This design comes from an exercise in tuning for small area, a short achievable clock period and few clock cycles per item on the open sky130 flow, not from production work.
No run shown here included a check of the RTL's function; only the layout flow was run.
Power and IR drop assume default switching activity.

==> flow/design.v, too long to show whole: its modules and the start of the top module <==
// module gemm_top: 3203 lines
module gemm_top (
    input  logic           clk,
    input  logic           rst,
    input  logic           start,
    input  logic           p_wr_en,
    input  logic [1:0]     p_wr_addr,
    input  logic [31:0]    p_wr_data,
    input  logic           q_wr_en,
    input  logic [1:0]     q_wr_addr,
    input  logic [15:0]    q_wr_data,
    input  logic           r_wr_en,
    input  logic [1:0]     r_wr_addr,
    input  logic [127:0]   r_wr_data,
    input  logic           r_rd_en,
    input  logic [1:0]     r_rd_addr,
    output logic           busy,
    output logic           done,
    output logic [127:0]   c_out,
    output logic           c_valid
);
  // ...
==> flow/flow/run.sh <==
#!/bin/bash
set -euo pipefail
export BUFFER_PORTS_ARGS="-buffer_cell sky130_fd_sc_hd__buf_2"
bash standard.sh finish > flow_make.log 2>&1
==> flow/standard.sh <==
#!/bin/bash
# synth_recipe.tcl (not shown) runs the flow's synth.tcl, then flattens the netlist and writes it again
# the make line also repeats each setting of config.mk as NAME=value (left out here)
make -C /OpenROAD-flow-scripts/flow DESIGN_CONFIG=/design/flow/config.mk WORK_HOME=/design/flow/orfs CLKGATE_MAP_FILE= SYNTH_SCRIPT=/design/flow/synth_recipe.tcl "${@:-finish}"
==> flow/config.mk <==
export PLATFORM = sky130hd
export DESIGN_NAME = gemm_top
export DESIGN_NICKNAME = gemm_top
export VERILOG_FILES = /design/flow/design.v
export SDC_FILE = /design/flow/constraint.sdc
export NUM_CORES = 4
export LEC_CHECK = 0
export ABC_CLOCK_PERIOD_IN_PS = 2500
export CAP_MARGIN = 20
export CORE_MARGIN = 2
export CORE_UTILIZATION = 50
export SETUP_SLACK_MARGIN = 2.5
export SLEW_MARGIN = 20
==> flow/constraint.sdc <==
create_clock -name core_clock -period 5.0 [get_ports {clk}]
set_input_delay 1.0000 -clock core_clock [delete_from_list [all_inputs] [get_ports {clk}]]
set_output_delay 1.0000 -clock core_clock [all_outputs]
set_load 0.01 [all_outputs]
==> flow_metrics.env, run 1 <==
export IMPL_status="no timing/DRC/antenna violations"
export IMPL_cts_tree="yes"
export IMPL_seqCellArea_sq_um=29400
export IMPL_critical_path_max_fanout=8
export IMPL_largestRegisters="r_mem (512), p_mem (128), rd_q (128)"
export IMPL_final_common_cell="edfxtp_1"
export IMPL_grt_use_met3_pct=3.34
export IMPL_max_freq_ghz=0.326
export IMPL_end_kind="flip-flop"
export IMPL_post_cts_resized=693
export IMPL_synth_main_ff_cell="edfxtp_1"
export IMPL_ys_seq_area_share_pct=51.8
export IMPL_critPathBufInv=4
export IMPL_slowest_delay_ps=410
export IMPL_synthTopCellsByCount="edfxtp_1 (796), nand2_1 (685), inv_1 (423)"
export IMPL_met2_usage_pct=47.3
export IMPL_grt_pass1_vias=40700
export IMPL_synth_compound_area_share_pct=11.0
export IMPL_clock_power_share_pct=16.1
export IMPL_cp_depth=15
export IMPL_wl_per_cell_microns=23.7
export IMPL_largest_reg_flops=512
export IMPL_clkLatencyLatePin_ps=730
export IMPL_grt_antenna_before_repair=10
export IMPL_comb_multi_input_count=3128
export IMPL_num_vias=41300
export IMPL_postLayoutCellArea_sq_um=74000
export IMPL_wl_met2_mm=82.1
==> inputs of run 2 (changes only) <==
==> flow/config.mk (replaced) <==
export PLATFORM = sky130hd
export DESIGN_NAME = gemm_top
export DESIGN_NICKNAME = gemm_top
export VERILOG_FILES = /design/flow/design.v
export SDC_FILE = /design/flow/constraint.sdc
export NUM_CORES = 4
export LEC_CHECK = 0
export ABC_CLOCK_PERIOD_IN_PS = 2800
export CAP_MARGIN = 20
export CORE_MARGIN = 2
export CORE_UTILIZATION = 50
export SETUP_SLACK_MARGIN = 2.2
export SLEW_MARGIN = 20
==> flow_metrics.env, run 2 <==
export IMPL_rsz0062_at_grt="true"
export IMPL_drt_pass1_iterations=6
export IMPL_finalCritPeriodShare_pct=65.2
export IMPL_grt_antenna_before_repair=9
export IMPL_crit_arrival_ps=3700
export IMPL_cts_buffer_depth=3
export IMPL_synthArstFlopShare_pct=0
export IMPL_cts_tree="yes"
export IMPL_critPathBufInv=2
export IMPL_max_freq_ghz=0.307
export IMPL_reg2regPathDepth=13
export IMPL_numPortBuffers=321
export IMPL_drive_gt1_share_pct=25.8
export IMPL_synth_main_ff_cell="edfxtp_1"
export IMPL_crit_start="u_q[2][0]"
export IMPL_synthTopCellsByCount="edfxtp_1 (796), nand2_1 (685), inv_1 (423)"
export IMPL_final_hold_viol_count=0
export IMPL_syn_num_nets=5585
export IMPL_top_register="r_mem"
export IMPL_clkTransAtPathRegs_ps=60
export IMPL_start_util_pct=50.5
export IMPL_cts_max_level=3
export IMPL_ys_seq_area_share_pct=51.8
export IMPL_setup_viol=0
export IMPL_synth_most_common_cell="edfxtp_1"
export IMPL_end_kind="flip-flop"
export IMPL_start_kind="flip-flop"
export IMPL_grt_usage_pct=26.8
export IMPL_crit_type="flip-flop to flip-flop"
export IMPL_slew_headroom_pct=26.1
export IMPL_worstPathRequired_ps=5450
export IMPL_pwr_density_cell_nw_per_um2=735
export IMPL_cts_hold_buf=0
export IMPL_initialDrtViolationCount=3396
export IMPL_routabilityCongestion=0.928
export IMPL_antenna_left=0
export IMPL_largest_reg_flops=512
export IMPL_clkSinkCount=1070
export IMPL_grt_first_pass_wirelength_mm=238
export IMPL_drv_cap=0
export IMPL_use_met1_pct=36.1
export IMPL_synth_edf_count=796
export IMPL_yosysWarningCount=5
export IMPL_routed_wirelength_mm=161
export IMPL_syn_area_per_cell_sq_um=11.4
export IMPL_cp_top_family="compound AO/OA/AOI/OAI gates"
export IMPL_coreArea_sq_um=112000
export IMPL_drc=0
export IMPL_crit_path_top_delay_cell="edfxtp_1"
export IMPL_period_minus_slack_ps=3260
export IMPL_fillers=8895
export IMPL_grt_overflow=0
export IMPL_grt_pass1_vias=38700
export IMPL_final_cell_mix="edfxtp_1 (796), nand2_1 (680), inv_1 (404)"
export IMPL_ios=322
export IMPL_num_vias=39800
export IMPL_yosysTopAreaCell="edfxtp_1"
export IMPL_largestRegisters="r_mem (512), p_mem (128), rd_q (128)"
export IMPL_power_leakage_uw=0.0276
export IMPL_clockRootBuffer="clkbuf_16"
export IMPL_slowest_delay_ps=420
export IMPL_status="no timing/DRC/antenna violations"
export IMPL_busiest_layer="met2"
export IMPL_yosys_top_cells_area="edfxtp_1 (42%), dfxtp_1 (9.7%), fa_1 (7.8%)"
export IMPL_crit_end="r_mem[1][94]"
export IMPL_grt_max_degree=129
export IMPL_yosys_area_top_type_share_pct=42.1
export IMPL_wl_per_cell_microns=22.9
export IMPL_finalCoreUtilization_pct=61.8
export IMPL_hp_class="flip-flop to flip-flop"
export IMPL_slew_violations=0
export IMPL_postSynthCellCount=4988
export IMPL_fin_tns_setup_ps=0
export IMPL_final_common_cell="edfxtp_1"
export IMPL_die_w_microns=341
export IMPL_vdd_drop_max_v=0.000619
export IMPL_clock_skew_ps=25.1
export IMPL_worst_hold_slack_ps=466
export IMPL_detailed_place_hpwl_mm=102
export IMPL_placed_area_sq_um=59900
export IMPL_total_power_uw=51100
export IMPL_r2r_start="u_q[2][0]"
export IMPL_die_area_sq_um=116000
export IMPL_clkLatencyLatePin_ps=720
export IMPL_grt_use_met3_pct=4.13
export IMPL_synth_cell_types=80
export IMPL_postLayoutCellArea_sq_um=69500
export IMPL_placementRows=123
export IMPL_cp_depth=13
export IMPL_syn_to_final_growth_pct=22.4
export IMPL_via_per_inst=5.66
export IMPL_ys_ff_latch=1070
export IMPL_final_net_count=6019
export IMPL_critical_path_max_fanout=6
export IMPL_die_y_microns=341
export IMPL_tightestPinTransition_ps=1110
export IMPL_met2_usage_pct=43.2
export IMPL_r2r_end="r_mem[1][94]"
export IMPL_crit_chain="ha_4 > inv_2 > fa_2 > nor2b_4 > o31ai_4 > a21oi_2 > a221o_1 > buf_6 > and2_4 > and3_4 > o211a_1 > or3_1 > a31o_1"
export IMPL_numCtsBuffers=114
export IMPL_rrSetupSlack_ps=1740
export IMPL_netlist_area_sq_um=56800
-- run 2: changes by cell type in the layout (fill, tap and decap cells not counted), moves of 61 or more --
cell and delta:
buf_4 -111, a22oi_1 +83, a22oi_2 -83, fa_1 +81, fa_2 -81, inv_1 +62
buf_6 -61, inv_2 -61
-- run 2: cell type report --
cell class                 count  area, sq um  share of cell area (%)
clock inverter                77          932                    1.34
clock buffer                 138         3020                    4.35
antenna                        9         22.5                  0.0324
tap                         1500         1880                    2.70
inverter                     434         1660                    2.38
timing repair buffer         673         5430                    7.80
multi-input combinational   3129        27200                    39.1
sequential                  1070        29400                    42.3
-- run 2: worst min-delay path by stage --
stage          startpoint  endpoint  slack [ps]  cells after the start
6_report           busy_o    busy_o         470                      1
5_1_grt            busy_o    busy_o         490                      1
4_1_cts            busy_o    busy_o         470                      1
3_5_place_dp       busy_o    busy_o         460                      1
3_3_place_gp       busy_o    busy_o         460                      1
2_1_floorplan       st[2]     st[2]         480                      2
-- run 2: cell families after synthesis --
group           Yosys count  synth area share [%]
flops                  1070                  51.8
mux                     178                  3.51
buf+inv                 802                  5.69
simple gates           1189                  9.58
compound gates          914                  11.0
fa+ha+maj               406                  11.9
xor+xnor                429                  6.62
-- run 2: power by group --
| part | switching, uW | internal [uW] |
|---|---|---|
| clock network | 3600 | 5250 |
| registers | 1030 | 12500 |
| logic | 15300 | 13400 |
-- run 2: worst register-to-register path: cells and delay by family (launching register included) --
kind	cells	cell delay [ps]
compound gates	5	1240
simple gates	4	720
fa+ha+maj	2	420
buf+inv	2	210
flops	1	420
-- run 2: per-stage QoR --
stage / cells / worst slack (ps)
finish: 7030 / 1740
detailed placement: 6506 / 1170
CTS: 6926 / 1810
floorplan: 4988 / 258
global placement: 6505 / 1190
global route: 7021 / 1650
-- run 2: per-layer routing --
layer	vias up	part of all wire, %
met5	-	0.023
met4	6	5.0
met3	357	7.6
met2	1507	46
met1	19600	41
li1	18300	-
-- run 2: repair_timing --
| item | 4_1_cts | 5_1_grt |
|---|---|---|
| gates cloned | 14 | 7 |
| resized for setup | 288 | 222 |
| pin swaps | 116 | 157 |
| buffers inserted | 191 | 88 |
| setup endpoints to repair | 1098 | 816 |

## re-timing with driven ports
The results above use ideal ports. As a check the final layouts listed here were re-extracted and re-timed, cells and wires unchanged. Step 1: set_driving_cell puts a clkbuf_16 on clk and a buf_2 on each other input, an assumption about the parent block. Step 2 adds t to the input delays and takes it off the output delays; t is the mean of the earliest and latest rising clock arrival at the registers after step 1. Input paths then give back, and output paths get back, about the clock's delay inside the block. Three values: no drivers, after step 1, after step 2; two values: the first two.
| run | t (ns) | slack for setup (ns) | worst hold slack (ns) | clock arrival spread, ns | pins driven straight from the clock port |
|---|---|---|---|---|---|
| run 1 | 0.772 | 1.928 / 1.928 / 1.608 | 0.495 / 0.495 / 0.495 | 0.044 / 0.044 | 1 |
| run 2 | 0.778 | 1.742 / 1.742 / 1.609 | 0.466 / 0.466 / 0.466 | 0.026 / 0.027 | 1 |
After both steps setup and hold are still met in every run listed. For run 1, which loses most, drivers alone change the setup slack by 0.000 ns; drivers and shift together by -0.320 ns.
